This design comes from an exercise in tuning for small area, a short achievable clock period and few clock cycles per item on the open sky130 flow, not from production work. In this exercise RTL edits were held to simulation tests only and were not proved equivalent to the original. No activity file was given, so power comes from the tool's default toggle rates.

==> flow/design.v <==
package bps_pkg;
  localparam int unsigned PATTERN_WORDS = 7;
  localparam int unsigned CFG_DATA_W    = 64;
  localparam int unsigned CFG_IDX_W     = 3;
  localparam int unsigned LEN_W         = 6;
  localparam int unsigned START_W       = 16;
  typedef enum logic [CFG_IDX_W-1:0] {
    CFG_BOUNDARY_LENGTH = 3'd0,
    CFG_PATTERN_WORD_0  = 3'd1,
    CFG_PATTERN_WORD_1  = 3'd2,
    CFG_PATTERN_WORD_2  = 3'd3,
    CFG_PATTERN_WORD_3  = 3'd4,
    CFG_PATTERN_WORD_4  = 3'd5,
    CFG_PATTERN_WORD_5  = 3'd6,
    CFG_PATTERN_WORD_6  = 3'd7
  } cfg_idx_e;
  typedef struct packed {
    logic [7:0] data_byte;
    logic       last_byte;
  } in_t;
  typedef struct packed {
    logic               found;
    logic               full_res;
    logic [START_W-1:0] match_start;
    logic [LEN_W-1:0]   bytes_missing;
  } out_t;
endpackage
module boundary_prefix_search #(
  parameter int unsigned      MAX_BOUNDARY   = 56,
  parameter longint unsigned  MAX_STRING_LEN = 65536
) (
  input  logic                                clk_i,
  input  logic                                rst_ni,
  input  logic                                in_valid_i,
  output logic                                in_stall_o,
  input  logic [8:0]                          in_data_i,
  output logic                                out_valid_o,
  input  logic                                out_stall_i,
  output logic [23:0]                         out_data_o,
  input  logic                                cfg_we_i,
  input  logic [2:0]                          cfg_idx_i,
  input  logic [63:0]                         cfg_data_i
);
  localparam int unsigned NB = 56;
  logic [5:0]         lenm1_q;            
  logic [NB-1:0][7:0] pat_q;
  logic [6:0]         wv_q;               
  logic [5:0]         lenm1_d;
  always_comb begin
    if (cfg_data_i[5:0] == 6'd0)       lenm1_d = 6'd0;
    else if (cfg_data_i[5:0] > 6'd56)  lenm1_d = 6'd55;
    else                               lenm1_d = cfg_data_i[5:0] - 6'd1;
  end
  always_ff @(posedge clk_i or negedge rst_ni) begin
    if (!rst_ni) begin
      lenm1_q <= 6'd0;
      wv_q    <= '0;
    end else if (cfg_we_i) begin
      if (cfg_idx_i == 3'd0) lenm1_q <= lenm1_d;
      else                   wv_q[cfg_idx_i - 3'd1] <= 1'b1;
    end
  end
  always_ff @(posedge clk_i) begin
    for (int w = 0; w < 7; w++) begin
      if (cfg_we_i && cfg_idx_i == 3'(w + 1)) begin
        for (int j = 0; j < 8; j++) pat_q[w*8 + j] <= cfg_data_i[j*8 +: 8];
      end
    end
  end
  logic stall_q;
  logic s1_valid_q, l_valid_q, l_last_q, l_ph_q, out_valid_q;
  logic s1_ready, l_ready, out_free, move;
  logic s1_valid_d, l_valid_d, l_last_d, l_ph_d, out_valid_d;
  logic [7:0] s1_byte_q;
  logic [7:0] s1_nbyte_q;                 
  logic       s1_last_q;
  assign out_free = !out_valid_q || !out_stall_i;
  assign l_ready  = !l_valid_q || !l_last_q || (l_ph_q && out_free);
  assign s1_ready = !s1_valid_q || l_ready;
  assign move     = l_valid_q && l_last_q && l_ph_q && out_free;
  always_comb begin
    s1_valid_d  = s1_ready ? (in_valid_i && !stall_q) : s1_valid_q;
    l_valid_d   = l_ready ? s1_valid_q : l_valid_q;
    l_last_d    = l_ready ? (s1_valid_q && s1_last_q) : l_last_q;
    l_ph_d      = l_valid_q && l_last_q && !l_ready;
    out_valid_d = move || (out_valid_q && out_stall_i);
  end
  always_ff @(posedge clk_i or negedge rst_ni) begin
    if (!rst_ni) begin
      stall_q     <= 1'b0;
      s1_valid_q  <= 1'b0;
      l_valid_q   <= 1'b0;
      l_last_q    <= 1'b0;
      l_ph_q      <= 1'b0;
      out_valid_q <= 1'b0;
    end else begin
      stall_q     <= s1_valid_d && l_valid_d && l_last_d && (!l_ph_d || out_valid_d);
      l_ph_q      <= l_ph_d;
      s1_valid_q  <= s1_valid_d;
      l_valid_q   <= l_valid_d;
      l_last_q    <= l_last_d;
      out_valid_q <= out_valid_d;
    end
  end
  always_ff @(posedge clk_i) begin
    if (s1_ready) begin
      s1_byte_q  <= in_data_i[8:1];
      s1_nbyte_q <= ~in_data_i[8:1];
      s1_last_q <= in_data_i[0];
    end
  end
  logic [NB-1:0] live_q, live_d, hit;
  logic [15:0]   pcnt_q, pcnt_d;          
  logic          first_q;                 
  logic          full_seen_q;
  logic          full_now;
  logic          l_take;
  logic          at_lim;
  logic          zbyte;
  assign l_take = s1_valid_q && l_ready;
  always_comb begin
    zbyte = (s1_byte_q == 8'd0);
    for (int k = 0; k < NB; k++) begin
      if (k < NB/2) hit[k] = wv_q[k/8] ? (pat_q[k] == s1_byte_q) : zbyte;
      else          hit[k] = wv_q[k/8] ? (pat_q[k] == ~s1_nbyte_q) : zbyte;
    end
    at_lim    = !first_q && (pcnt_q == 16'hFFFF);
    live_d[0] = hit[0] && !at_lim;
    for (int k = 1; k < NB; k++) begin
      live_d[k] = hit[k] && live_q[k-1] && !first_q && !at_lim;
    end
    if (first_q)                                                   pcnt_d = 16'd1;
    else if (pcnt_q == 16'hFFFF || full_seen_q || (l_valid_q && full_now)) pcnt_d = pcnt_q;
    else                                                           pcnt_d = pcnt_q + 16'd1;
  end
  always_ff @(posedge clk_i or negedge rst_ni) begin
    if (!rst_ni) begin
      first_q     <= 1'b1;
      full_seen_q <= 1'b0;
    end else begin
      if (l_take) first_q <= s1_last_q;
      if (l_valid_q && l_ready) full_seen_q <= !l_last_q && (full_seen_q || full_now);
    end
  end
  always_ff @(posedge clk_i) begin
    if (l_take) begin
      live_q <= live_d;
      pcnt_q <= pcnt_d;
    end
  end
  logic [63:0] scan;
  logic        tail_hit;
  logic [5:0]  tail_k;
  logic        full;
  logic [31:0] v1;  logic [31:0][0:0] i1;
  logic [15:0] v2;  logic [15:0][1:0] i2;
  logic [7:0]  v3;  logic [7:0][2:0]  i3;
  logic [3:0]  v4;  logic [3:0][3:0]  i4;
  logic [1:0]  v5;  logic [1:0][4:0]  i5;
  always_comb begin
    full_now = live_q[lenm1_q];
    scan     = 64'(live_q);
    for (int n = 0; n < 32; n++) begin
      v1[n] = scan[2*n+1] | scan[2*n];
      i1[n] = scan[2*n+1];
    end
    for (int n = 0; n < 16; n++) begin
      v2[n] = v1[2*n+1] | v1[2*n];
      i2[n] = v1[2*n+1] ? {1'b1, i1[2*n+1]} : {1'b0, i1[2*n]};
    end
    for (int n = 0; n < 8; n++) begin
      v3[n] = v2[2*n+1] | v2[2*n];
      i3[n] = v2[2*n+1] ? {1'b1, i2[2*n+1]} : {1'b0, i2[2*n]};
    end
    for (int n = 0; n < 4; n++) begin
      v4[n] = v3[2*n+1] | v3[2*n];
      i4[n] = v3[2*n+1] ? {1'b1, i3[2*n+1]} : {1'b0, i3[2*n]};
    end
    for (int n = 0; n < 2; n++) begin
      v5[n] = v4[2*n+1] | v4[2*n];
      i5[n] = v4[2*n+1] ? {1'b1, i4[2*n+1]} : {1'b0, i4[2*n]};
    end
    tail_hit = v5[1] | v5[0];
    tail_k   = v5[1] ? {1'b1, i5[1]} : {1'b0, i5[0]};
  end
  function automatic logic [6:0] add_inv6(input logic [5:0] a, input logic [5:0] b,
                                          input logic ci);
    logic [5:0] x, g0, t0, g1, t1, g2, t2, g3;
    logic [6:0] c;
    x  = a ^ ~b;
    g0 = a & ~b;
    t0 = a | ~b;
    g0[0] = g0[0] | (t0[0] & ci);
    for (int i = 0; i < 6; i++) begin
      g1[i] = (i >= 1) ? (g0[i] | (t0[i] & g0[i-1])) : g0[i];
      t1[i] = (i >= 1) ? (t0[i] & t0[i-1]) : 1'b0;
    end
    for (int i = 0; i < 6; i++) begin
      g2[i] = (i >= 2) ? (g1[i] | (t1[i] & g1[i-2])) : g1[i];
      t2[i] = (i >= 2) ? (t1[i] & t1[i-2]) : 1'b0;
    end
    for (int i = 0; i < 6; i++) begin
      g3[i] = (i >= 4) ? (g2[i] | (t2[i] & g2[i-4])) : g2[i];
    end
    c = {g3, ci};
    add_inv6 = {c[6], x ^ c[5:0]};
  endfunction
  function automatic logic [9:0] dec10(input logic [9:0] a);
    for (int i = 0; i < 10; i++) begin
      dec10[i] = a[i] ^ ~(|(a & ((10'd1 << i) - 10'd1)));
    end
  endfunction
  logic [6:0]  lo_full, lo_tail;
  logic [9:0]  hi_m1;
  logic [15:0] start_full, start_tail;
  logic [23:0] res;
  logic        r_full_q, r_hit_q;
  logic [5:0]  r_k_q;
  always_ff @(posedge clk_i) begin
    r_full_q <= full_seen_q || full_now;
    r_hit_q  <= tail_hit;
    r_k_q    <= tail_k;
  end
  always_comb begin
    full       = r_full_q;
    hi_m1      = dec10(pcnt_q[15:6]);
    lo_full    = add_inv6(pcnt_q[5:0], lenm1_q, 1'b0);
    lo_tail    = add_inv6(pcnt_q[5:0], r_k_q, 1'b0);
    start_full = {lo_full[6] ? pcnt_q[15:6] : hi_m1, lo_full[5:0]};
    start_tail = {lo_tail[6] ? pcnt_q[15:6] : hi_m1, lo_tail[5:0]};
    res = '0;
    if (full) begin
      res[23]   = 1'b1;
      res[22]   = 1'b1;
      res[21:6] = start_full;
    end else if (r_hit_q) begin
      res[23]   = 1'b1;
      res[21:6] = start_tail;
      res[5:0]  = add_inv6(lenm1_q, r_k_q, 1'b1);
    end
  end
  logic [23:0] out_q;
  always_ff @(posedge clk_i) begin
    if (move) out_q <= res;
  end
  assign in_stall_o  = stall_q;
  assign out_valid_o = out_valid_q;
  assign out_data_o  = out_q;
endmodule
==> flow/run.sh <==
#!/bin/bash
# synth_recipe.tcl (not shown) runs the flow's synth.tcl, then flattens the netlist and writes it again
# the make line also repeats each setting of config.mk as NAME=value (left out here)
make -C /OpenROAD-flow-scripts/flow DESIGN_CONFIG=/design/flow/config.mk WORK_HOME=/design/flow/orfs CLKGATE_MAP_FILE= SYNTH_SCRIPT=/design/flow/synth_recipe.tcl finish
==> flow/config.mk <==
export PLATFORM = sky130hd
export DESIGN_NAME = boundary_prefix_search
export DESIGN_NICKNAME = boundary_prefix_search
export VERILOG_FILES = /design/flow/design.v
export SDC_FILE = /design/flow/constraint.sdc
export NUM_CORES = 4
export LEC_CHECK = 0
export ABC_CLOCK_PERIOD_IN_PS = 2500
export CAP_MARGIN = 20
export CORE_MARGIN = 2
export CORE_UTILIZATION = 40
export CTS_CLUSTER_DIAMETER = 100
export CTS_CLUSTER_SIZE = 30
export SETUP_SLACK_MARGIN = 5.0
export SLEW_MARGIN = 20
==> flow/constraint.sdc <==
create_clock -name core_clock -period 7.5 [get_ports {clk_i}]
set_input_delay 1.5000 -clock core_clock [delete_from_list [all_inputs] [get_ports {clk_i}]]
set_output_delay 1.5000 -clock core_clock [all_outputs]
set_load 0.01 [all_outputs]
==> results of run 1 <==
final cells by class:
cell class / instances / share of cell area [%]
Sequential cell: 590 / 58.9
Clock buffer: 28 / 2.28
Timing Repair Buffer: 145 / 4.22
Multi-Input combinational cell: 1109 / 29.6
Antenna cell: 1 / 0.00840
Clock inverter: 14 / 0.542
Tap cell: 864 / 3.63
Inverter: 60 / 0.866
synth_stat cells (2+ instances only):
cell type and count:
edfxtp_1 561, xor2_1 246, xnor2_1 235, nand4_1 114, o21ai_0 71, and3_1 64
inv_1 59, nor2_1 54, ha_1 46, buf_2 41, a21oi_1 32, mux2i_1 27
nand2_1 27, dfrtp_1 20, clkbuf_1 16, nor3_1 15, o21bai_1 13, a22oi_1 12
nand3_1 12, nor4_1 12, nor2b_1 11, buf_1 10, o21a_1 10, dfxtp_1 8
and2_1 7, a22o_1 6, a31o_2 5, o22ai_1 5, a21boi_0 4, o2bb2ai_1 4
a211oi_1 3, a311oi_1 3, and4_1 3, fa_1 3, nand2b_1 3, o31ai_1 3
or4_1 3, a21o_1 2, a31oi_1 2, nor4_4 2, o211ai_1 2, o31a_1 2
or3_1 2
metal layers:
layer  vias to the layer above  track usage (%)  wire (µm)
li1                       6869                -          -
met2                       441             35.5      34700
met5                         -                0          0
met1                      7740             27.6      30600
met3                        81             2.43       3630
met4                         0             5.46       2110
worst paths after layout:
| path | endpoint | depth (start not counted) |
|---|---|---|
| worst max register to register | out_q[18] | 11 |
| worst min-delay path | full_seen_q | 1 |
| min in group asynchronous | wv_q[4] | 1 |
| worst min register to register | full_seen_q | 1 |
| max in group asynchronous | out_valid_q | 1 |
| worst max-delay path | out_valid_o | 1 |
power groups by stage:
stage                     combinational [mW]  clock, mW  sequential [mW]
after global routing                    2.43       1.90             4.46
after global placement                  2.03          0             4.46
after CTS                               2.20       1.80             4.40
final                                   2.24       1.76             4.42
after floorplan                         1.46          0             4.30
after detailed placement                2.07          0             4.48
timing repair:
action,4_1_cts,5_1_grt
endpoints found under the hold margin,0,0
gates resized for setup,151,45
setup buffers,12,8
gates cloned,18,4
pin swaps,9,17
endpoints found under the setup margin,590,490
per-stage QoR:
step / utilization, % / hold WS, ps / area (µm²)
floorplan: - / 406 / 26600
global placement: 43.6 / 484 / 28500
detailed placement: 43.6 / 503 / 28500
CTS: 45.2 / 519 / 29600
global route: 45.4 / 545 / 29800
finish: 45.5 / 512 / 29800
logic make-up after synthesis:
group                    Yosys count  synth area share (%)
AO/OA/AOI/OAI                    188                  4.48
XOR/XNOR                         481                  16.0
adder cells (fa/ha/maj)           49                  2.41
buffers and inverters            128                  2.03
flip-flops                       590                  66.5
multiplexers                      29                  1.15
AND/OR/NAND/NOR                  340                  7.49
state kept, by name, summed over array words and instances, names as in the netlist, 6 cells and up:
signal and cells:
out_q 24, pat_q 448, wv_q 7, s1_byte_q 8, r_k_q 6, pcnt_q 16, lenm1_q 6, s1_nbyte_q 8
live_q 56
==> report_table.html, run 1 <==
<table>
<tr><th>Metric</th><th>Value</th></tr>
<tr><th colspan="2">Floorplan</th></tr>
<tr><td>Die W</td><td>261 µm</td></tr>
<tr><td>Chip Height</td><td>261 µm</td></tr>
<tr><td>Number of top-level pins</td><td>107</td></tr>
<tr><td>Core area</td><td>0.0655 mm²</td></tr>
<tr><td>Die Area</td><td>0.0680 mm²</td></tr>
<tr><td>Cell Rows</td><td>between 90 and 100</td></tr>
<tr><td>Initial core utilization</td><td>40.3%</td></tr>
<tr><th colspan="2">Routing</th></tr>
<tr><td>Vias per Instance</td><td>5.38</td></tr>
<tr><td>DRC</td><td>0</td></tr>
<tr><td>WL final</td><td>71.1 mm</td></tr>
<tr><td>First-pass DRT Iterations</td><td>6</td></tr>
<tr><td>Routed wirelength normalized by instance count</td><td>25.3 µm</td></tr>
<tr><td>Routed via count</td><td>15100</td></tr>
<tr><td>Iter 0 DRT Violations</td><td>1156</td></tr>
<tr><td>Remaining antenna violation count after routing</td><td>0</td></tr>
<tr><th colspan="2">GRT</th></tr>
<tr><td>Largest net degree at the start of global routing</td><td>37</td></tr>
<tr><td>Antenna violations before repair</td><td>3</td></tr>
<tr><td>Via count of the first global-routing pass</td><td>14800</td></tr>
<tr><td>Wire length of the first global-routing pass</td><td>102 mm</td></tr>
<tr><td>Total overflow reported by the global router</td><td>0</td></tr>
<tr><td>GRT Util Overall</td><td>between 20% and 30%</td></tr>
<tr><th colspan="2">Pwr</th></tr>
<tr><td>Leakage power figure</td><td>10.1 nW</td></tr>
<tr><td>Comb power frac</td><td>26.6%</td></tr>
<tr><td>Power share of the clock group</td><td>20.9%</td></tr>
<tr><td>Switching part of the total power</td><td>33.3%</td></tr>
<tr><td>Net Switching</td><td>2.80 mW</td></tr>
<tr><td>Tot Pwr</td><td>between 8 and 9 mW</td></tr>
<tr><td>Fraction of power consumed by sequential logic</td><td>52.5%</td></tr>
<tr><td>Areal power density over the cells</td><td>283 mW/mm²</td></tr>
<tr><td>Int Power</td><td>between 5 and 6 mW</td></tr>
<tr><td>Worst VDD drop</td><td>around 0.17 mV</td></tr>
<tr><th colspan="2">Synthesis</th></tr>
<tr><td>Number of enable-type register cells in the synthesized netlist</td><td>roughly 560</td></tr>
<tr><td>Post-synth top area share</td><td>63.9%</td></tr>
<tr><td>Post-synthesis sequential area ratio</td><td>66.5%</td></tr>
<tr><td>Number of synthesized register bits</td><td>590</td></tr>
<tr><td>Top flip-flop cell by instance count after synthesis</td><td>edfxtp_1</td></tr>
<tr><td>Library cells used by synthesis</td><td>68</td></tr>
<tr><td>Async set or reset register ratio after synthesis</td><td>3.56%</td></tr>
<tr><td>Synth Area per Inst</td><td>roughly 15 µm²</td></tr>
<tr><td>Synthesized instance count</td><td>1805</td></tr>
<tr><td>Syn_nets</td><td>1935</td></tr>
<tr><td>Post-synthesis cell type with the largest combined area</td><td>edfxtp_1</td></tr>
<tr><td>Top post-synthesis cells by area</td><td>edfxtp_1 64%, xor2_1 8.2%, xnor2_1 7.8%</td></tr>
<tr><td>Combined area of all synthesized cells</td><td>approximately 0.026 mm²</td></tr>
<tr><td>Count of warnings emitted by yosys</td><td>1</td></tr>
<tr><th colspan="2">Clock tree</th></tr>
<tr><td>Clock tree root driver cell</td><td>clkbuf_16</td></tr>
<tr><td>Number of sinks on the clock net</td><td>a little under 600</td></tr>
<tr><td>Skew-Pair Late Insertion Delay</td><td>just over 600 ps</td></tr>
<tr><td>Clock buffer count from CTS</td><td>27</td></tr>
<tr><td># H-tree levels</td><td>1</td></tr>
<tr><td>Clock slew at the register clock pins of the worst setup and hold paths</td><td>110 ps</td></tr>
<tr><td>Maximum clock path buffer count</td><td>3</td></tr>
<tr><td>Clock tree from TritonCTS</td><td>done</td></tr>
<tr><td>Number of buffers inserted by hold repair at cts</td><td>0</td></tr>
<tr><th colspan="2">Cells and area</th></tr>
<tr><td>Number of fillers in the final layout</td><td>between 5000 and 6000</td></tr>
<tr><td>Most frequent cells in the layout</td><td>561 x edfxtp_1, 246 x xor2_1, 235 x xnor2_1, 114 x nand4_1, 70 x o21ai_0</td></tr>
<tr><td>Non-filler instance count after layout</td><td>2811</td></tr>
<tr><td>Footprint of the flip-flops and latches</td><td>0.0175 mm²</td></tr>
<tr><td>Leading cell type in the layout, fill and taps excluded</td><td>edfxtp_1</td></tr>
<tr><td>Fraction of layout cells with a size suffix above 1</td><td>10.9%</td></tr>
<tr><td>Synth-to-layout area growth</td><td>12.9%</td></tr>
<tr><td>Post-layout nets</td><td>2063</td></tr>
<tr><td>Area used by multi-input combinational logic</td><td>0.00880 mm²</td></tr>
<tr><th colspan="2">Critical path</th></tr>
<tr><td>Crit end category</td><td>primary output</td></tr>
<tr><td>Minimum setup slack among reg-to-reg paths</td><td>5030 ps</td></tr>
<tr><td>Data required time at the worst endpoint</td><td>6000 ps</td></tr>
<tr><td>Crit path buf inv count</td><td>1</td></tr>
<tr><td>Worst Setup SP</td><td>out_valid_q</td></tr>
<tr><td>Signal arrival time at the worst endpoint</td><td>1160 ps</td></tr>
<tr><td>Delay of the slowest cell on the worst path</td><td>450 ps</td></tr>
<tr><td>Worst flop-to-flop path startpoint</td><td>lenm1_q[0]</td></tr>
<tr><td>Class of the most critical setup path</td><td>flop to primary output</td></tr>
<tr><td>Slowest cell on crit path</td><td>dfrtp_2</td></tr>
<tr><td>Nature of the critical path startpoint</td><td>flop</td></tr>
<tr><td>Worst-path fanout max</td><td>2</td></tr>
<tr><td>Critical path's top delay family</td><td>flip-flops</td></tr>
<tr><td>CP cell instances</td><td>buf_6</td></tr>
<tr><th colspan="2">Outcome</th></tr>
<tr><td>Run status</td><td>finished clean</td></tr>
<tr><th colspan="2">STA</th></tr>
<tr><td>Post-Route Setup TNS</td><td>0 ps</td></tr>
<tr><td>Unrepaired setup endpoints after global routing</td><td>true</td></tr>
<tr><td>Min Tclk post-route</td><td>2660 ps</td></tr>
<tr><td>Top achievable clock speed</td><td>376 MHz</td></tr>
<tr><td>Tcrit/Tclk final</td><td>between 30 and 40%</td></tr>
<tr><td>Worst setup slack after layout</td><td>4840 ps</td></tr>
<tr><td>Slew margin rel.</td><td>30.5%</td></tr>
<tr><td>Final Skew</td><td>32.2 ps</td></tr>
<tr><td>Final max-slew violation count</td><td>0</td></tr>
<tr><td>Final Hold Violating Endpoints</td><td>0</td></tr>
<tr><td>Count of final setup violators</td><td>0</td></tr>
<tr><td>Transition time of the tightest slew-check pin</td><td>1040 ps</td></tr>
<tr><th colspan="2">Placed design</th></tr>
<tr><td>Post-Place Worst Slack</td><td>approximately 3600 ps</td></tr>
<tr><td>Buffers on Ports</td><td>between 100 and 150</td></tr>
<tr><td>RePlAce Congestion</td><td>0.835</td></tr>
<tr><td>Dpl hpwl</td><td>approximately 42 mm</td></tr>
<tr><td>Placed cells</td><td>2726</td></tr>
<tr><th colspan="2">Min path</th></tr>
<tr><td>Class of the tightest hold or removal check</td><td>flop to flop</td></tr>
<tr><td>Startpoint of the most critical hold path</td><td>l_last_q</td></tr>
<tr><th colspan="2">Flow run</th></tr>
<tr><td>Max-cap violations</td><td>0</td></tr>
</table>
Testbench counts, summed over its fixed seeds: cycles 140,479, bytes 139,750.
==> run 2, diff against run 1 <==
--- a/flow/design.v
+++ b/flow/design.v
@@ -74,3 +74,2 @@
   logic [7:0] s1_byte_q;
-  logic [7:0] s1_nbyte_q;                 
   logic       s1_last_q;
@@ -107,3 +106,2 @@
       s1_byte_q  <= in_data_i[8:1];
-      s1_nbyte_q <= ~in_data_i[8:1];
       s1_last_q <= in_data_i[0];
@@ -123,4 +121,3 @@
     for (int k = 0; k < NB; k++) begin
-      if (k < NB/2) hit[k] = wv_q[k/8] ? (pat_q[k] == s1_byte_q) : zbyte;
-      else          hit[k] = wv_q[k/8] ? (pat_q[k] == ~s1_nbyte_q) : zbyte;
+      hit[k] = wv_q[k/8] ? (pat_q[k] == s1_byte_q) : zbyte;
     end
@@ -153,3 +150,2 @@
   logic [5:0]  tail_k;
-  logic        full;
   logic [31:0] v1;  logic [31:0][0:0] i1;
@@ -212,29 +208,21 @@
   endfunction
-  logic [6:0]  lo_full, lo_tail;
+  logic        r_full_q, r_hit_q;
+  logic [5:0]  r_sub_q;
+  always_ff @(posedge clk_i) begin
+    r_full_q <= full_seen_q || full_now;
+    r_hit_q  <= full_seen_q || full_now || tail_hit;
+    r_sub_q  <= (full_seen_q || full_now) ? lenm1_q : tail_k;
+  end
+  logic [6:0]  lo;
   logic [9:0]  hi_m1;
-  logic [15:0] start_full, start_tail;
   logic [23:0] res;
-  logic        r_full_q, r_hit_q;
-  logic [5:0]  r_k_q;
-  always_ff @(posedge clk_i) begin
-    r_full_q <= full_seen_q || full_now;
-    r_hit_q  <= tail_hit;
-    r_k_q    <= tail_k;
-  end
-  always_comb begin
-    full       = r_full_q;
-    hi_m1      = dec10(pcnt_q[15:6]);
-    lo_full    = add_inv6(pcnt_q[5:0], lenm1_q, 1'b0);
-    lo_tail    = add_inv6(pcnt_q[5:0], r_k_q, 1'b0);
-    start_full = {lo_full[6] ? pcnt_q[15:6] : hi_m1, lo_full[5:0]};
-    start_tail = {lo_tail[6] ? pcnt_q[15:6] : hi_m1, lo_tail[5:0]};
-    res = '0;
-    if (full) begin
+  always_comb begin
+    hi_m1 = dec10(pcnt_q[15:6]);
+    lo    = add_inv6(pcnt_q[5:0], r_sub_q, 1'b0);
+    res   = '0;
+    if (r_hit_q) begin
       res[23]   = 1'b1;
-      res[22]   = 1'b1;
-      res[21:6] = start_full;
-    end else if (r_hit_q) begin
-      res[23]   = 1'b1;
-      res[21:6] = start_tail;
-      res[5:0]  = add_inv6(lenm1_q, r_k_q, 1'b1);
+      res[22]   = r_full_q;
+      res[21:6] = {lo[6] ? pcnt_q[15:6] : hi_m1, lo[5:0]};
+      res[5:0]  = add_inv6(lenm1_q, r_sub_q, 1'b1);
     end
==> run 2 against run 1 <==
  * Still clean on timing, DRC and antenna
  * Sequential power is 2% lower
  * Synthesized cell count is 1.8% lower
  * Via count is 1.3% lower
  * Global-route usage is 1.3 points lower
  * Combinational power is 6% higher
  * Largest power group unchanged
  * Highest routed layer unchanged
==> report_table.html, run 2 <==
<table>
<tr><th>Metric</th><th>Value</th></tr>
<tr><th colspan="2">Routing</th></tr>
<tr><td>Iter 0 DRT Violations</td><td>1355 (was 1156)</td></tr>
<tr><td>Remaining antenna violation count after routing</td><td>0 (unchanged)</td></tr>
<tr><td>Met2 wire length</td><td>32.2 mm (was 34.7 mm)</td></tr>
<tr><td>First-pass DRT Iterations</td><td>6 (unchanged)</td></tr>
<tr><td>Routed wirelength normalized by instance count</td><td>24.0 µm (was 25.3 µm)</td></tr>
<tr><td>Highest routing layer actually used</td><td>met4 (unchanged)</td></tr>
<tr><td>Total met3 wirelength after detailed routing</td><td>3.72 mm (was 3.63 mm)</td></tr>
<tr><td>DRC</td><td>0 (unchanged)</td></tr>
<tr><td>WL final</td><td>66.6 mm (was 71.1 mm)</td></tr>
<tr><td>Total routed wire length on the met1 layer</td><td>29.0 mm (was 30.6 mm)</td></tr>
<tr><td>Routed via count</td><td>14900 (was 15100)</td></tr>
<tr><td>Vias per Instance</td><td>5.39 (was 5.38)</td></tr>
<tr><th colspan="2">Critical path</th></tr>
<tr><td>Terminus of the critical flop-to-flop path</td><td>pcnt_q[4] (was out_q[18])</td></tr>
<tr><td>Path length in cells of the critical path</td><td>1 (unchanged)</td></tr>
<tr><td>Minimum setup slack among reg-to-reg paths</td><td>5030 ps (about the same)</td></tr>
<tr><td>Depth of the worst register-to-register path</td><td>8 (was 11)</td></tr>
<tr><td>Worst-path fanout max</td><td>2 (unchanged)</td></tr>
<tr><td>Crit path buf inv count</td><td>1 (unchanged)</td></tr>
<tr><td>Nature of the critical path startpoint</td><td>flop (unchanged)</td></tr>
<tr><td>Class of the most critical setup path</td><td>flop to primary output (unchanged)</td></tr>
<tr><td>Slowest cell on crit path</td><td>dfrtp_2 (unchanged)</td></tr>
<tr><td>CP cell instances</td><td>buf_6 (unchanged)</td></tr>
<tr><td>Crit end category</td><td>primary output (unchanged)</td></tr>
<tr><td>Data required time at the worst endpoint</td><td>6000 ps (about the same)</td></tr>
<tr><td>Worst flop-to-flop path startpoint</td><td>lenm1_q[0] (unchanged)</td></tr>
<tr><td>Signal arrival time at the worst endpoint</td><td>1150 ps (was 1160 ps)</td></tr>
<tr><td>Delay of the slowest cell on the worst path</td><td>420 ps (was 450 ps)</td></tr>
<tr><td>Critical path's top delay family</td><td>flip-flops (unchanged)</td></tr>
<tr><th colspan="2">Synthesis</th></tr>
<tr><td>Synthesized instance count</td><td>1773 (was 1805)</td></tr>
<tr><td>Async set or reset register ratio after synthesis</td><td>3.61% (was 3.56%)</td></tr>
<tr><td>Top post-synthesis cells by area</td><td>edfxtp_1 64%, xnor2_1 16%, nand4_1 2.8% (was edfxtp_1 64%, xor2_1 8.2%, xnor2_1 7.8%)</td></tr>
<tr><td>Syn_nets</td><td>1891 (was 1935)</td></tr>
<tr><td>Post-synthesis sequential area ratio</td><td>66.9% (was 66.5%)</td></tr>
<tr><td>Number of enable-type register cells in the synthesized netlist</td><td>553 (was 561)</td></tr>
<tr><td>Top flip-flop cell by instance count after synthesis</td><td>edfxtp_1 (unchanged)</td></tr>
<tr><td>Post-synthesis cell type with the largest combined area</td><td>edfxtp_1 (unchanged)</td></tr>
<tr><td>Combined area of all synthesized cells</td><td>0.0259 mm² (was 0.0264 mm²)</td></tr>
<tr><td>Synth Area per Inst</td><td>14.6 µm² (about the same)</td></tr>
<tr><td>Post-synth top area share</td><td>64.2% (was 63.9%)</td></tr>
<tr><td>Cell types with the highest counts after synthesis</td><td>553 x edfxtp_1, 459 x xnor2_1, 114 x nand4_1 (was 561 x edfxtp_1, 246 x xor2_1, 235 x xnor2_1)</td></tr>
<tr><td>Number of synthesized register bits</td><td>582 (was 590)</td></tr>
<tr><td>Leading cell type by number of instances after synthesis</td><td>edfxtp_1 (unchanged)</td></tr>
<tr><td>Count of warnings emitted by yosys</td><td>1 (unchanged)</td></tr>
<tr><td>Library cells used by synthesis</td><td>61 (was 68)</td></tr>
<tr><th colspan="2">Min path</th></tr>
<tr><td>Class of the tightest hold or removal check</td><td>flop to flop (unchanged)</td></tr>
<tr><td>Hold EP</td><td>l_last_q (was full_seen_q)</td></tr>
<tr><td>Cells on Worst Hold Path</td><td>1 (unchanged)</td></tr>
<tr><td>Startpoint of the most critical hold path</td><td>s1_last_q (was l_last_q)</td></tr>
<tr><th colspan="2">Cells and area</th></tr>
<tr><td>Number of fillers in the final layout</td><td>5659 (was 5739)</td></tr>
<tr><td>Synth-to-layout area growth</td><td>13.9% (was 12.9%)</td></tr>
<tr><td>Top reg by flops</td><td>pat_q (unchanged)</td></tr>
<tr><td>Post-layout nets</td><td>2021 (was 2063)</td></tr>
<tr><td>Share of the core filled with cells in the final layout</td><td>45.9% (was 45.5%)</td></tr>
<tr><td>Regs by FF count</td><td>pat_q: 448 flops, live_q: 56 flops, out_q: 24 flops (unchanged)</td></tr>
<tr><td>Most frequent cells in the layout</td><td>553 x edfxtp_1, 459 x xnor2_1, 114 x nand4_1, 68 x clkdlybuf4s50_1, 62 x and3_1 (was 561 x edfxtp_1, 246 x xor2_1, 235 x xnor2_1, 114 x nand4_1, 70 x o21ai_0)</td></tr>
<tr><td>Final std cell area, no fill</td><td>0.0295 mm² (was 0.0298 mm²)</td></tr>
<tr><td>Leading cell type in the layout, fill and taps excluded</td><td>edfxtp_1 (unchanged)</td></tr>
<tr><td>Max FFs per register</td><td>448 (unchanged)</td></tr>
<tr><td>Fraction of layout cells with a size suffix above 1</td><td>9.72% (was 10.9%)</td></tr>
<tr><th colspan="2">STA</th></tr>
<tr><td>Slew margin rel.</td><td>40.4% (was 30.5%)</td></tr>
<tr><td>Top achievable clock speed</td><td>378 MHz (was 376 MHz)</td></tr>
<tr><td>Worst hold margin</td><td>549 ps (was 512 ps)</td></tr>
<tr><td>Unrepaired setup endpoints after global routing</td><td>true (unchanged)</td></tr>
<tr><td>Post-Route Setup TNS</td><td>0 ps (unchanged)</td></tr>
<tr><td>Final max-slew violation count</td><td>0 (unchanged)</td></tr>
<tr><td>Final Skew</td><td>38.6 ps (was 32.2 ps)</td></tr>
<tr><td>Min Tclk post-route</td><td>2650 ps (was 2660 ps)</td></tr>
<tr><td>Final Hold Violating Endpoints</td><td>0 (unchanged)</td></tr>
<tr><td>Count of final setup violators</td><td>0 (unchanged)</td></tr>
<tr><td>Transition time of the tightest slew-check pin</td><td>894 ps (was 1040 ps)</td></tr>
<tr><td>Tcrit/Tclk final</td><td>35.3% (was 35.5%)</td></tr>
<tr><th colspan="2">Outcome</th></tr>
<tr><td>Run status</td><td>finished clean (unchanged)</td></tr>
<tr><th colspan="2">GRT</th></tr>
<tr><td>Largest net degree at the start of global routing</td><td>65 (was 37)</td></tr>
<tr><td>Total overflow reported by the global router</td><td>0 (unchanged)</td></tr>
<tr><td>Antenna violations before repair</td><td>7 (was 3)</td></tr>
<tr><td>Via count of the first global-routing pass</td><td>14600 (was 14800)</td></tr>
<tr><td>Wire length of the first global-routing pass</td><td>95.9 mm (was 102 mm)</td></tr>
<tr><td>GRT Util Overall</td><td>19.4% (was 20.6%)</td></tr>
<tr><th colspan="2">Pwr</th></tr>
<tr><td>Areal power density over the cells</td><td>284 mW/mm² (was 283 mW/mm²)</td></tr>
<tr><td>Leakage power figure</td><td>9.46 nW (was 10.1 nW)</td></tr>
<tr><td>Fraction of power consumed by sequential logic</td><td>51.6% (was 52.5%)</td></tr>
<tr><td>Switching part of the total power</td><td>32.1% (was 33.3%)</td></tr>
<tr><td>Comb power frac</td><td>28.4% (was 26.6%)</td></tr>
<tr><td>Net Switching</td><td>2.68 mW (was 2.80 mW)</td></tr>
<tr><td>Worst VDD drop</td><td>0.192 mV (was 0.169 mV)</td></tr>
<tr><td>Int Power</td><td>5.69 mW (was 5.61 mW)</td></tr>
<tr><td>Power share of the clock group</td><td>20.0% (was 20.9%)</td></tr>
<tr><th colspan="2">Clock tree</th></tr>
<tr><td>Skew-Pair Late Insertion Delay</td><td>620 ps (was 610 ps)</td></tr>
<tr><td>Clock buffer count from CTS</td><td>25 (was 27)</td></tr>
<tr><td>Clock tree root driver cell</td><td>clkbuf_16 (unchanged)</td></tr>
<tr><td>Clock slew at the register clock pins of the worst setup and hold paths</td><td>110 ps (about the same)</td></tr>
<tr><td>Number of buffers inserted by hold repair at cts</td><td>0 (unchanged)</td></tr>
<tr><td>Clock tree from TritonCTS</td><td>done (unchanged)</td></tr>
<tr><td>Number of sinks on the clock net</td><td>582 (was 590)</td></tr>
<tr><td>Maximum clock path buffer count</td><td>3 (unchanged)</td></tr>
<tr><td># H-tree levels</td><td>1 (unchanged)</td></tr>
<tr><th colspan="2">Placed design</th></tr>
<tr><td>Dpl hpwl</td><td>40.5 mm (was 42.1 mm)</td></tr>
<tr><td>Cell Area, Placed</td><td>0.0280 mm² (was 0.0285 mm²)</td></tr>
<tr><td>Buffers on Ports</td><td>106 (unchanged)</td></tr>
<tr><td>RePlAce Congestion</td><td>0.851 (was 0.835)</td></tr>
<tr><th colspan="2">Floorplan</th></tr>
<tr><td>Cell Rows</td><td>93 (was 94)</td></tr>
<tr><td>Die Area</td><td>0.0667 mm² (was 0.0680 mm²)</td></tr>
<tr><td>Chip Height</td><td>258 µm (was 261 µm)</td></tr>
<tr><td>Die W</td><td>258 µm (was 261 µm)</td></tr>
<tr><td>Number of top-level pins</td><td>107 (unchanged)</td></tr>
<tr><td>Core area</td><td>0.0642 mm² (was 0.0655 mm²)</td></tr>
<tr><td>Initial core utilization</td><td>40.3% (about the same)</td></tr>
<tr><th colspan="2">Flow run</th></tr>
<tr><td>Max-cap violations</td><td>0 (unchanged)</td></tr>
</table>
## run 2: cell count changes after synthesis, sizes merged, moves of 8 or more
cell    delta
edfxtp     -8
xnor2    +224
o21a       -9
ha        -11
nand2      +8
xor2     -226
and2       +8
## run 2: cells by family (layout without fill, tap and decap cells)
family          Yosys count  in the layout  share of synthesized area (%)
flops                   582            582                           66.9
xor+xnor                479            479                           16.2
simple gates            362            371                           7.86
compound gates          162            164                           3.92
buf+inv                 116            246                           1.87
fa+ha+maj                37             37                           1.85
mux                      35             35                           1.43
other cells               0              4                              0
## run 2: per-stage QoR
step / total power, mW / setup slack (ps) / instances
4_1_cts: 8.32 / 4830 / 2748
3_3_place_gp: 6.46 / 3620 / 2693
6_report: 8.37 / 4850 / 2773
3_5_place_dp: 6.51 / 3580 / 2693
2_1_floorplan: 5.80 / 4150 / 1773
5_1_grt: 8.79 / 4810 / 2769
## run 2: worst max path at each step
stage / from / end / slack (ps)
floorplan: out_stall_i / pcnt_q[0] / 4150
global placement: cfg_idx_i[0] / pat_q[13] / 3620
detailed placement: cfg_idx_i[0] / pat_q[13] / 3580
CTS: out_valid_q / out_valid_o / 4830
global route: out_q[20] / out_data_o[20] / 4810
finish: out_valid_q / out_valid_o / 4850
## run 2: area by class of cell
class | instances | area [µm²] | area share (%)
Clock buffer | 31 | 658 | 2.23
Inverter | 55 | 239 | 0.811
Multi-Input combinational cell | 1086 | 8530 | 28.9
Tap cell | 855 | 1070 | 3.63
Timing Repair Buffer | 153 | 1540 | 5.24
Antenna cell | 4 | 10.0 | 0.0340
Clock inverter | 7 | 113 | 0.382
Sequential cell | 582 | 17300 | 58.7
## run 2: power by group through the flow
stage	clock network, mW	registers (mW)	logic (mW)
floorplan	0	4.26	1.54
global placement	0	4.37	2.09
detailed placement	0	4.38	2.13
CTS	1.72	4.30	2.30
global route	1.83	4.36	2.60
finish	1.68	4.32	2.38
## run 2: routing by layer
layer,GRT usage (%),vias to the layer above
li1,-,6748
met1,27.5,7665
met2,32.7,458
met3,1.65,70
met4,4.08,0
met5,0,-
## run 2: timing repair
action	CTS	global route
pin swaps	6	9
buffers inserted	7	16
cloned	10	5
resized for setup	199	45
setup endpoints to repair	655	197
Testbench counts of run 2, summed over its fixed seeds: cycles 140,479, bytes 139,750.
==> run 3, diff against run 2 <==
==> flow/flow/run.sh (new file) <==
#!/bin/bash
# The standard layout (the standard.sh: standard synthesis and ORFS on every step), with one
# change: the port buffers that ORFS inserts at placement are the platform's plain buf_1 rather
# than the delay cell buffer_ports picks by default; timing repair resizes them as usual.
set -euo pipefail
export BUFFER_PORTS_ARGS="-buffer_cell sky130_fd_sc_hd__buf_1"
bash standard.sh finish > standard_flow.log 2>&1
==> flow/standard.sh (new file) <==
#!/bin/bash
# synth_recipe.tcl (not shown) runs the flow's synth.tcl, then flattens the netlist and writes it again
# the make line also repeats each setting of config.mk as NAME=value (left out here)
make -C /OpenROAD-flow-scripts/flow DESIGN_CONFIG=/design/flow/config.mk WORK_HOME=/design/flow/orfs CLKGATE_MAP_FILE= SYNTH_SCRIPT=/design/flow/synth_recipe.tcl "${@:-finish}"
removed: flow/run.sh
==> run 3 against run 2 <==
  * Clock skew fell by 4.7 ps
  * Sequential share of layout area increased by 0.98 points
  * Critical path type unchanged
  * Utilization is 0.76 points lower
  * Synthesized cell count unchanged
  * Design area down 1.6%
  * Sequential power about the same
  * Area after synthesis is the same
  * Routed wire length is 2.3% lower
  * Still clean
  * Critical endpoint unchanged
  * Critical path depth is the same
  * Fmax grew 0.57%
  * Setup slack gained 15 ps
==> report_table.html, run 3 <==
<table>
<tr><th>Metric</th><th>Value</th></tr>
<tr><th colspan="2">STA</th></tr>
<tr><td>Post-Route Setup TNS</td><td>0 ps (unchanged)</td></tr>
<tr><td>Worst hold margin</td><td>543 ps (was 549 ps)</td></tr>
<tr><td>Transition time of the tightest slew-check pin</td><td>961 ps (was 894 ps)</td></tr>
<tr><td>Slew margin rel.</td><td>36.0% (was 40.4%)</td></tr>
<tr><td>Final Skew</td><td>33.9 ps (was 38.6 ps)</td></tr>
<tr><td>Top achievable clock speed</td><td>380 MHz (was 378 MHz)</td></tr>
<tr><td>Tcrit/Tclk final</td><td>35.1% (was 35.3%)</td></tr>
<tr><td>Unrepaired setup endpoints after global routing</td><td>true (unchanged)</td></tr>
<tr><td>Final max-slew violation count</td><td>0 (unchanged)</td></tr>
<tr><td>Final Hold Violating Endpoints</td><td>0 (unchanged)</td></tr>
<tr><td>Count of final setup violators</td><td>0 (unchanged)</td></tr>
<tr><td>Worst setup slack after layout</td><td>4870 ps (was 4850 ps)</td></tr>
<tr><td>Min Tclk post-route</td><td>2630 ps (was 2650 ps)</td></tr>
<tr><th colspan="2">GRT</th></tr>
<tr><td>Via count of the first global-routing pass</td><td>14700 (was 14600)</td></tr>
<tr><td>Antenna violations before repair</td><td>5 (was 7)</td></tr>
<tr><td>Total overflow reported by the global router</td><td>0 (unchanged)</td></tr>
<tr><td>GRT Util Overall</td><td>19.3% (was 19.4%)</td></tr>
<tr><td>Largest net degree at the start of global routing</td><td>65 (unchanged)</td></tr>
<tr><td>Wire length of the first global-routing pass</td><td>95.8 mm (was 95.9 mm)</td></tr>
<tr><th colspan="2">Floorplan</th></tr>
<tr><td>Die Area</td><td>0.0667 mm² (unchanged)</td></tr>
<tr><td>Cell Rows</td><td>93 (unchanged)</td></tr>
<tr><td>Initial core utilization</td><td>40.3% (unchanged)</td></tr>
<tr><td>Number of top-level pins</td><td>107 (unchanged)</td></tr>
<tr><td>Core area</td><td>0.0642 mm² (unchanged)</td></tr>
<tr><td>Chip Height</td><td>258 µm (unchanged)</td></tr>
<tr><td>Die W</td><td>258 µm (unchanged)</td></tr>
<tr><th colspan="2">Synthesis</th></tr>
<tr><td>Number of synthesized register bits</td><td>582 (unchanged)</td></tr>
<tr><td>Post-synth top area share</td><td>64.2% (unchanged)</td></tr>
<tr><td>Post-synthesis cell type with the largest combined area</td><td>edfxtp_1 (unchanged)</td></tr>
<tr><td>Combined area of all synthesized cells</td><td>0.0259 mm² (unchanged)</td></tr>
<tr><td>Async set or reset register ratio after synthesis</td><td>3.61% (unchanged)</td></tr>
<tr><td>Number of enable-type register cells in the synthesized netlist</td><td>553 (unchanged)</td></tr>
<tr><td>Count of warnings emitted by yosys</td><td>1 (unchanged)</td></tr>
<tr><td>Library cells used by synthesis</td><td>61 (unchanged)</td></tr>
<tr><td>Post-synthesis sequential area ratio</td><td>66.9% (unchanged)</td></tr>
<tr><td>Synthesized instance count</td><td>1773 (unchanged)</td></tr>
<tr><td>Cell types with the highest counts after synthesis</td><td>553 x edfxtp_1, 459 x xnor2_1, 114 x nand4_1 (unchanged)</td></tr>
<tr><td>Syn_nets</td><td>1891 (unchanged)</td></tr>
<tr><td>Leading cell type by number of instances after synthesis</td><td>edfxtp_1 (unchanged)</td></tr>
<tr><td>Top post-synthesis cells by area</td><td>edfxtp_1 64%, xnor2_1 16%, nand4_1 2.8% (unchanged)</td></tr>
<tr><td>Top flip-flop cell by instance count after synthesis</td><td>edfxtp_1 (unchanged)</td></tr>
<tr><td>Synth Area per Inst</td><td>14.6 µm² (unchanged)</td></tr>
<tr><th colspan="2">Pwr</th></tr>
<tr><td>Areal power density over the cells</td><td>290 mW/mm² (was 284 mW/mm²)</td></tr>
<tr><td>Leakage power figure</td><td>9.21 nW (was 9.46 nW)</td></tr>
<tr><td>Worst VDD drop</td><td>0.186 mV (was 0.192 mV)</td></tr>
<tr><td>Tot Pwr</td><td>8.41 mW (was 8.37 mW)</td></tr>
<tr><th colspan="2">Critical path</th></tr>
<tr><td>Terminus of the critical flop-to-flop path</td><td>pcnt_q[4] (unchanged)</td></tr>
<tr><td>Class of the most critical setup path</td><td>flop to primary output (unchanged)</td></tr>
<tr><td>Slowest cell on crit path</td><td>dfrtp_2 (unchanged)</td></tr>
<tr><td>Worst flop-to-flop path startpoint</td><td>lenm1_q[0] (unchanged)</td></tr>
<tr><td>Path length in cells of the critical path</td><td>1 (unchanged)</td></tr>
<tr><td>Worst setup path end</td><td>out_valid_o (unchanged)</td></tr>
<tr><td>Worst Setup SP</td><td>out_valid_q (unchanged)</td></tr>
<tr><td>Signal arrival time at the worst endpoint</td><td>1130 ps (was 1150 ps)</td></tr>
<tr><td>Crit path buf inv count</td><td>1 (unchanged)</td></tr>
<tr><td>Worst-path fanout max</td><td>2 (unchanged)</td></tr>
<tr><td>Minimum setup slack among reg-to-reg paths</td><td>4890 ps (was 5030 ps)</td></tr>
<tr><td>Depth of the worst register-to-register path</td><td>9 (was 8)</td></tr>
<tr><td>Nature of the critical path startpoint</td><td>flop (unchanged)</td></tr>
<tr><td>Delay of the slowest cell on the worst path</td><td>420 ps (about the same)</td></tr>
<tr><td>Data required time at the worst endpoint</td><td>6000 ps (about the same)</td></tr>
<tr><td>Crit end category</td><td>primary output (unchanged)</td></tr>
<tr><td>Critical path's top delay family</td><td>flip-flops (unchanged)</td></tr>
<tr><td>CP cell instances</td><td>buf_6 (unchanged)</td></tr>
<tr><th colspan="2">Cells and area</th></tr>
<tr><td>Fraction of layout cells with a size suffix above 1</td><td>9.16% (was 9.72%)</td></tr>
<tr><td>Regs by FF count</td><td>pat_q: 448 flops, live_q: 56 flops, out_q: 24 flops (unchanged)</td></tr>
<tr><td>Share of the core filled with cells in the final layout</td><td>45.1% (was 45.9%)</td></tr>
<tr><td>Synth-to-layout area growth</td><td>12.0% (was 13.9%)</td></tr>
<tr><td>Post-layout nets</td><td>2017 (was 2021)</td></tr>
<tr><td>Most frequent cells in the layout</td><td>553 x edfxtp_1, 459 x xnor2_1, 114 x nand4_1, 80 x buf_1, 62 x and3_1 (was 553 x edfxtp_1, 459 x xnor2_1, 114 x nand4_1, 68 x clkdlybuf4s50_1, 62 x and3_1)</td></tr>
<tr><td>Non-filler instance count after layout</td><td>2767 (was 2773)</td></tr>
<tr><td>Top reg by flops</td><td>pat_q (unchanged)</td></tr>
<tr><td>Max FFs per register</td><td>448 (unchanged)</td></tr>
<tr><td>Leading cell type in the layout, fill and taps excluded</td><td>edfxtp_1 (unchanged)</td></tr>
<tr><td>Final std cell area, no fill</td><td>0.0290 mm² (was 0.0295 mm²)</td></tr>
<tr><th colspan="2">Routing</th></tr>
<tr><td>Remaining antenna violation count after routing</td><td>0 (unchanged)</td></tr>
<tr><td>Iter 0 DRT Violations</td><td>1523 (was 1355)</td></tr>
<tr><td>Vias per Instance</td><td>5.33 (was 5.39)</td></tr>
<tr><td>WL final</td><td>65.1 mm (was 66.6 mm)</td></tr>
<tr><td>DRC</td><td>0 (unchanged)</td></tr>
<tr><td>Routed wirelength normalized by instance count</td><td>23.5 µm (was 24.0 µm)</td></tr>
<tr><td>Routed via count</td><td>14800 (was 14900)</td></tr>
<tr><td>First-pass DRT Iterations</td><td>5 (was 6)</td></tr>
<tr><th colspan="2">Min path</th></tr>
<tr><td>Class of the tightest hold or removal check</td><td>flop to flop (unchanged)</td></tr>
<tr><th colspan="2">Flow run</th></tr>
<tr><td>Max-cap violations</td><td>0 (unchanged)</td></tr>
<tr><th colspan="2">Placed design</th></tr>
<tr><td>Cell Area, Placed</td><td>0.0274 mm² (was 0.0280 mm²)</td></tr>
<tr><td>Dpl hpwl</td><td>40.3 mm (was 40.5 mm)</td></tr>
<tr><td>Post-Place Worst Slack</td><td>3900 ps (was 3580 ps)</td></tr>
<tr><td>Buffers on Ports</td><td>106 (unchanged)</td></tr>
<tr><td>Placed cells</td><td>2695 (was 2693)</td></tr>
<tr><td>RePlAce Congestion</td><td>0.860 (was 0.851)</td></tr>
<tr><th colspan="2">Clock tree</th></tr>
<tr><td>Maximum clock path buffer count</td><td>3 (unchanged)</td></tr>
<tr><td>Clock slew at the register clock pins of the worst setup and hold paths</td><td>100 ps (was 110 ps)</td></tr>
<tr><td>Number of buffers inserted by hold repair at cts</td><td>0 (unchanged)</td></tr>
<tr><td>Clock tree from TritonCTS</td><td>done (unchanged)</td></tr>
<tr><td>Skew-Pair Late Insertion Delay</td><td>630 ps (was 620 ps)</td></tr>
<tr><td>Clock tree root driver cell</td><td>clkbuf_16 (unchanged)</td></tr>
<tr><td>Clock buffer count from CTS</td><td>27 (was 25)</td></tr>
<tr><td>Number of sinks on the clock net</td><td>582 (unchanged)</td></tr>
<tr><td># H-tree levels</td><td>1 (unchanged)</td></tr>
<tr><th colspan="2">Outcome</th></tr>
<tr><td>Run status</td><td>finished clean (unchanged)</td></tr>
</table>
[run 3: cell count changes in the layout (fill, tap and decap cells not counted), sizes merged]
cell,before,now
and3,73,69
buf,71,128
bufbuf,2,1
clkbuf,36,52
clkdlybuf4s15,3,0
clkdlybuf4s50,68,0
clkinv,4,7
clkinvlp,0,1
diode,4,1
dlygate4sd2,3,0
dlymetal6s2s,1,0
[run 3: timing repair]
action	CTS	global route
gates resized for setup	69	54
endpoints found under the setup margin	563	116
pin swaps	7	11
endpoints found under the hold margin	0	0
cloned	9	2
setup buffers	6	13
[run 3: layout make-up]
type,instances,area (µm²)
antenna,1,2.50
clock buffer,30,687
clock inverter,11,203
fill,5756,35300
inverter,55,239
multi-input combinational,1082,8480
sequential,582,17300
tap,855,1070
timing repair buffer,151,991
[run 3: where the power goes]
group	switching, mW	internal, mW	total, mW
Sequential	0.337	3.99	4.33
Combinational	1.30	0.974	2.28
Clock	1.09	0.712	1.81
[run 3: worst min path at each step]
stage | startpoint | to | slack [ps] | depth (start not counted)
global placement | s1_last_q | l_last_q | 510 | 1
finish | s1_last_q | l_last_q | 540 | 1
floorplan | s1_last_q | l_last_q | 470 | 1
CTS | s1_last_q | l_last_q | 550 | 1
global route | s1_last_q | l_last_q | 570 | 1
detailed placement | s1_last_q | l_last_q | 530 | 1
[run 3: layer usage]
metal / share of wire [%] / global-route usage [%] / vias to the layer above
li1: - / - / 6722
met4: 2.7 / 4.69 / 4
met1: 44 / 26.6 / 7538
met3: 4.5 / 2.20 / 82
met5: 0.041 / 0 / -
met2: 49 / 32.9 / 411
[run 3: kinds of logic after synthesis]
family	synth area share, %
buf+inv	1.87
xor+xnor	16.2
mux	1.43
compound gates	3.92
simple gates	7.86
flops	66.9
fa+ha+maj	1.85
==> run 4, diff against run 3 <==
--- a/flow/config.mk
+++ b/flow/config.mk
@@ -13,3 +13,3 @@
 export CTS_CLUSTER_SIZE = 30
-export SETUP_SLACK_MARGIN = 5.0
+export SETUP_SLACK_MARGIN = 4.87
 export SLEW_MARGIN = 20
==> run 4 against run 3 <==
  * Non-clock buffer count decreased by 12
  * Sequential power about the same
  * Still clean
  * Setup slack got worse by 5.7 ps
  * Sequential share of layout area increased by 0.75 points
  * Design area decreased by 1.3%
  * Combinational power decreased by 5%
  * Area after synthesis unchanged
  * Fmax decreased by 0.22%
  * Critical path depth unchanged
  * Global-route usage decreased by 0.35 points
  * Clock skew decreased by 14 ps
==> report_table.html, run 4 <==
<table>
<tr><th>Metric</th><th>Value</th></tr>
<tr><th colspan="2">Synthesis</th></tr>
<tr><td>Cell types with the highest counts after synthesis</td><td>553 x edfxtp_1, 459 x xnor2_1, 114 x nand4_1 (unchanged)</td></tr>
<tr><td>Combined area of all synthesized cells</td><td>0.0259 mm² (unchanged)</td></tr>
<tr><td>Library cells used by synthesis</td><td>61 (unchanged)</td></tr>
<tr><td>Number of enable-type register cells in the synthesized netlist</td><td>553 (unchanged)</td></tr>
<tr><td>Synthesized instance count</td><td>1773 (unchanged)</td></tr>
<tr><td>Top post-synthesis cells by area</td><td>edfxtp_1 64%, xnor2_1 16%, nand4_1 2.8% (unchanged)</td></tr>
<tr><td>Top flip-flop cell by instance count after synthesis</td><td>edfxtp_1 (unchanged)</td></tr>
<tr><td>Async set or reset register ratio after synthesis</td><td>3.61% (unchanged)</td></tr>
<tr><td>Post-synthesis sequential area ratio</td><td>66.9% (unchanged)</td></tr>
<tr><td>Count of warnings emitted by yosys</td><td>1 (unchanged)</td></tr>
<tr><td>Number of synthesized register bits</td><td>582 (unchanged)</td></tr>
<tr><td>Synth Area per Inst</td><td>14.6 µm² (unchanged)</td></tr>
<tr><td>Leading cell type by number of instances after synthesis</td><td>edfxtp_1 (unchanged)</td></tr>
<tr><td>Syn_nets</td><td>1891 (unchanged)</td></tr>
<tr><td>Post-synthesis cell type with the largest combined area</td><td>edfxtp_1 (unchanged)</td></tr>
<tr><td>Post-synth top area share</td><td>64.2% (unchanged)</td></tr>
<tr><th colspan="2">Placed design</th></tr>
<tr><td>RePlAce Congestion</td><td>0.874 (was 0.860)</td></tr>
<tr><td>Dpl hpwl</td><td>40.7 mm (was 40.3 mm)</td></tr>
<tr><td>Buffers on Ports</td><td>106 (unchanged)</td></tr>
<tr><th colspan="2">Routing</th></tr>
<tr><td>Total met3 wirelength after detailed routing</td><td>3.32 mm (was 2.93 mm)</td></tr>
<tr><td>Routed wirelength normalized by instance count</td><td>23.3 µm (was 23.5 µm)</td></tr>
<tr><td>Met2 wire length</td><td>30.7 mm (was 31.7 mm)</td></tr>
<tr><td>First-pass DRT Iterations</td><td>5 (unchanged)</td></tr>
<tr><td>WL final</td><td>64.0 mm (was 65.1 mm)</td></tr>
<tr><td>Iter 0 DRT Violations</td><td>1305 (was 1523)</td></tr>
<tr><td>Routed via count</td><td>14600 (was 14800)</td></tr>
<tr><td>DRC</td><td>0 (unchanged)</td></tr>
<tr><td>Vias per Instance</td><td>5.29 (was 5.33)</td></tr>
<tr><td>Total routed wire length on the met1 layer</td><td>28.4 mm (was 28.6 mm)</td></tr>
<tr><td>Remaining antenna violation count after routing</td><td>0 (unchanged)</td></tr>
<tr><td>Highest routing layer actually used</td><td>met5 (unchanged)</td></tr>
<tr><th colspan="2">Clock tree</th></tr>
<tr><td>Clock slew at the register clock pins of the worst setup and hold paths</td><td>110 ps (was 100 ps)</td></tr>
<tr><td>Number of sinks on the clock net</td><td>582 (unchanged)</td></tr>
<tr><td>Clock tree root driver cell</td><td>clkbuf_16 (unchanged)</td></tr>
<tr><td># H-tree levels</td><td>1 (unchanged)</td></tr>
<tr><td>Clock buffer count from CTS</td><td>27 (unchanged)</td></tr>
<tr><td>Skew-Pair Late Insertion Delay</td><td>600 ps (was 630 ps)</td></tr>
<tr><td>Clock tree from TritonCTS</td><td>done (unchanged)</td></tr>
<tr><td>Maximum clock path buffer count</td><td>3 (unchanged)</td></tr>
<tr><td>Number of buffers inserted by hold repair at cts</td><td>0 (unchanged)</td></tr>
<tr><th colspan="2">Critical path</th></tr>
<tr><td>Minimum setup slack among reg-to-reg paths</td><td>4960 ps (was 4890 ps)</td></tr>
<tr><td>Crit path buf inv count</td><td>1 (unchanged)</td></tr>
<tr><td>Worst-path fanout max</td><td>2 (unchanged)</td></tr>
<tr><td>Nature of the critical path startpoint</td><td>flop (unchanged)</td></tr>
<tr><td>Path length in cells of the critical path</td><td>1 (unchanged)</td></tr>
<tr><td>Data required time at the worst endpoint</td><td>6000 ps (about the same)</td></tr>
<tr><td>CP cell instances</td><td>buf_1 (was buf_6)</td></tr>
<tr><td>Worst setup path end</td><td>out_valid_o (unchanged)</td></tr>
<tr><td>Critical path's top delay family</td><td>flip-flops (unchanged)</td></tr>
<tr><td>Crit end category</td><td>primary output (unchanged)</td></tr>
<tr><td>Worst Setup SP</td><td>out_valid_q (unchanged)</td></tr>
<tr><td>Terminus of the critical flop-to-flop path</td><td>pcnt_q[4] (unchanged)</td></tr>
<tr><td>Worst flop-to-flop path startpoint</td><td>lenm1_q[1] (was lenm1_q[0])</td></tr>
<tr><td>Slowest cell on crit path</td><td>dfrtp_2 (unchanged)</td></tr>
<tr><td>Delay of the slowest cell on the worst path</td><td>420 ps (about the same)</td></tr>
<tr><td>Signal arrival time at the worst endpoint</td><td>1140 ps (was 1130 ps)</td></tr>
<tr><td>Class of the most critical setup path</td><td>flop to primary output (unchanged)</td></tr>
<tr><td>Depth of the worst register-to-register path</td><td>6 (was 9)</td></tr>
<tr><th colspan="2">Pwr</th></tr>
<tr><td>Power share of the clock group</td><td>21.4% (was 21.5%)</td></tr>
<tr><td>Net Switching</td><td>2.66 mW (was 2.74 mW)</td></tr>
<tr><td>Int Power</td><td>5.59 mW (was 5.68 mW)</td></tr>
<tr><td>Areal power density over the cells</td><td>288 mW/mm² (was 290 mW/mm²)</td></tr>
<tr><td>Fraction of power consumed by sequential logic</td><td>52.4% (was 51.4%)</td></tr>
<tr><td>Tot Pwr</td><td>8.25 mW (was 8.41 mW)</td></tr>
<tr><td>Worst VDD drop</td><td>0.192 mV (was 0.186 mV)</td></tr>
<tr><td>Leakage power figure</td><td>9.07 nW (was 9.21 nW)</td></tr>
<tr><td>Comb power frac</td><td>26.2% (was 27.1%)</td></tr>
<tr><td>Switching part of the total power</td><td>32.2% (was 32.5%)</td></tr>
<tr><th colspan="2">Cells and area</th></tr>
<tr><td>Area used by multi-input combinational logic</td><td>0.00838 mm² (was 0.00848 mm²)</td></tr>
<tr><td>Number of fillers in the final layout</td><td>5784 (was 5756)</td></tr>
<tr><td>Synth-to-layout area growth</td><td>10.6% (was 12.0%)</td></tr>
<tr><td>Most frequent cells in the layout</td><td>553 x edfxtp_1, 459 x xnor2_1, 114 x nand4_1, 86 x buf_1, 62 x and3_1 (was 553 x edfxtp_1, 459 x xnor2_1, 114 x nand4_1, 80 x buf_1, 62 x and3_1)</td></tr>
<tr><td>Leading cell type in the layout, fill and taps excluded</td><td>edfxtp_1 (unchanged)</td></tr>
<tr><td>Post-layout nets</td><td>2003 (was 2017)</td></tr>
<tr><td>Top reg by flops</td><td>pat_q (unchanged)</td></tr>
<tr><td>Footprint of the flip-flops and latches</td><td>0.0173 mm² (about the same)</td></tr>
<tr><td>Max FFs per register</td><td>448 (unchanged)</td></tr>
<tr><td>Regs by FF count</td><td>pat_q: 448 flops, live_q: 56 flops, out_q: 24 flops (unchanged)</td></tr>
<tr><td>Fraction of layout cells with a size suffix above 1</td><td>7.38% (was 9.16%)</td></tr>
<tr><th colspan="2">STA</th></tr>
<tr><td>Final Hold Violating Endpoints</td><td>0 (unchanged)</td></tr>
<tr><td>Tcrit/Tclk final</td><td>35.2% (was 35.1%)</td></tr>
<tr><td>Final max-slew violation count</td><td>0 (unchanged)</td></tr>
<tr><td>Top achievable clock speed</td><td>379 MHz (was 380 MHz)</td></tr>
<tr><td>Unrepaired setup endpoints after global routing</td><td>true (unchanged)</td></tr>
<tr><td>Min Tclk post-route</td><td>2640 ps (was 2630 ps)</td></tr>
<tr><td>Final Skew</td><td>20.3 ps (was 33.9 ps)</td></tr>
<tr><td>Transition time of the tightest slew-check pin</td><td>981 ps (was 961 ps)</td></tr>
<tr><td>Slew margin rel.</td><td>34.6% (was 36.0%)</td></tr>
<tr><td>Count of final setup violators</td><td>0 (unchanged)</td></tr>
<tr><td>Post-Route Setup TNS</td><td>0 ps (unchanged)</td></tr>
<tr><th colspan="2">Flow run</th></tr>
<tr><td>Max-cap violations</td><td>0 (unchanged)</td></tr>
<tr><th colspan="2">Floorplan</th></tr>
<tr><td>Number of top-level pins</td><td>107 (unchanged)</td></tr>
<tr><td>Die Area</td><td>0.0667 mm² (unchanged)</td></tr>
<tr><td>Cell Rows</td><td>93 (unchanged)</td></tr>
<tr><td>Chip Height</td><td>258 µm (unchanged)</td></tr>
<tr><td>Die W</td><td>258 µm (unchanged)</td></tr>
<tr><td>Core area</td><td>0.0642 mm² (unchanged)</td></tr>
<tr><td>Initial core utilization</td><td>40.3% (unchanged)</td></tr>
<tr><th colspan="2">GRT</th></tr>
<tr><td>Wire length of the first global-routing pass</td><td>94.1 mm (was 95.8 mm)</td></tr>
<tr><td>Total overflow reported by the global router</td><td>0 (unchanged)</td></tr>
<tr><td>Largest net degree at the start of global routing</td><td>65 (unchanged)</td></tr>
<tr><td>GRT Util Overall</td><td>19.0% (was 19.3%)</td></tr>
<tr><td>Antenna violations before repair</td><td>13 (was 5)</td></tr>
<tr><td>Via count of the first global-routing pass</td><td>14400 (was 14700)</td></tr>
<tr><th colspan="2">Min path</th></tr>
<tr><td>Class of the tightest hold or removal check</td><td>flop to flop (unchanged)</td></tr>
<tr><th colspan="2">Outcome</th></tr>
<tr><td>Run status</td><td>finished clean (unchanged)</td></tr>
</table>
-- run 4: cell counts after synthesis --
Identical to the previous run, type by type.
-- run 4: worst min path at each step --
stage                     startpoint         to  slack (ps)  cells past startpoint
after global placement     s1_last_q   l_last_q         520                      1
after floorplan            s1_last_q   l_last_q         470                      1
after CTS                   r_full_q  out_q[22]         540                      1
after detailed placement    r_full_q  out_q[22]         520                      1
final                       r_full_q  out_q[22]         550                      1
after global routing       s1_last_q   l_last_q         590                      1
-- run 4: timing repair --
item                       CTS  global route
resized for setup           38            34
gates cloned                 4             2
setup buffers                5             4
pin swaps                    6             3
setup endpoints to repair  515           302
-- run 4: stage by stage --
stage	hold WS, ps	utilization, %	setup slack, ps	instances	area [µm²]
after CTS	545	44.3	4720	2746	28400
after detailed placement	521	42.7	3830	2696	27400
final	547	44.5	4860	2753	28600
after global routing	593	44.5	4810	2753	28600
after floorplan	473	-	4150	1773	26100
after global placement	521	42.7	3910	2696	27400
-- run 4: kinds of logic after synthesis --
family | share of synthesized area, %
xor gates and xnor gates | 16.2
buffers and inverters | 1.87
muxes | 1.43
DFF | 66.9
adders and majority gates | 1.85
and+or+nand+nor | 7.86
AOI/OAI and AO/OA | 3.92
-- run 4: cell type report --
cell class	instances	share of cell area (%)
clock buffers	28	2.37
multi-input cells	1080	29.3
flip-flops and latches	582	60.5
repair buffers	139	2.65
clock inverters	13	0.634
diodes	1	0.00875
inverters	55	0.835
well taps	855	3.74
-- run 4: per-layer routing --
| metal | up-vias | global-route usage [%] |
|---|---|---|
| li1 | 6696 | - |
| met1 | 7412 | 26.2 |
| met2 | 367 | 31.7 |
| met3 | 68 | 2.70 |
| met4 | 8 | 4.77 |
| met5 | - | 0 |
-- run 4: power by group through the flow --
stage	registers [mW]	clock network (mW)	logic, mW
2_1_floorplan	4.26	0	1.54
3_3_place_gp	4.39	0	2.02
3_5_place_dp	4.40	0	2.06
4_1_cts	4.32	1.81	2.14
5_1_grt	4.37	1.91	2.38
6_report	4.32	1.77	2.16

[port drivers added, routing unchanged]
The results above use ideal ports. As a check the final layouts listed here were re-extracted and re-timed, cells and wires unchanged.
Step 1, drivers: a clkbuf_16 drives clk_i and a buf_2 each remaining input, both assumed.
Step 2 times the ports against the registers' clock, not the clock port: input delays grow and output delays shrink by t, the midpoint of the rising clock arrivals with the driver on.
a / b / c = no drivers / after step 1 / after step 2; a / b = the first two.
run | shift t [ns] | slack for setup (ns) | worst data-port slew with drivers (ns) | cell pins on the clock port's net
run 1 | 0.657 | 4.839 / 4.779 / 4.367 | 0.06 | 1
run 2 | 0.667 | 4.853 / 4.786 / 4.339 | 0.11 | 1
run 3 | 0.670 | 4.868 / 4.805 / 4.406 | 0.13 | 1
run 4 | 0.653 | 4.862 / 4.800 / 4.307 | 0.07 | 1
After both steps every run listed still meets setup and hold. The setup slack of run 4, which loses most, moves by -0.062 ns with the drivers and by -0.555 ns with both steps.
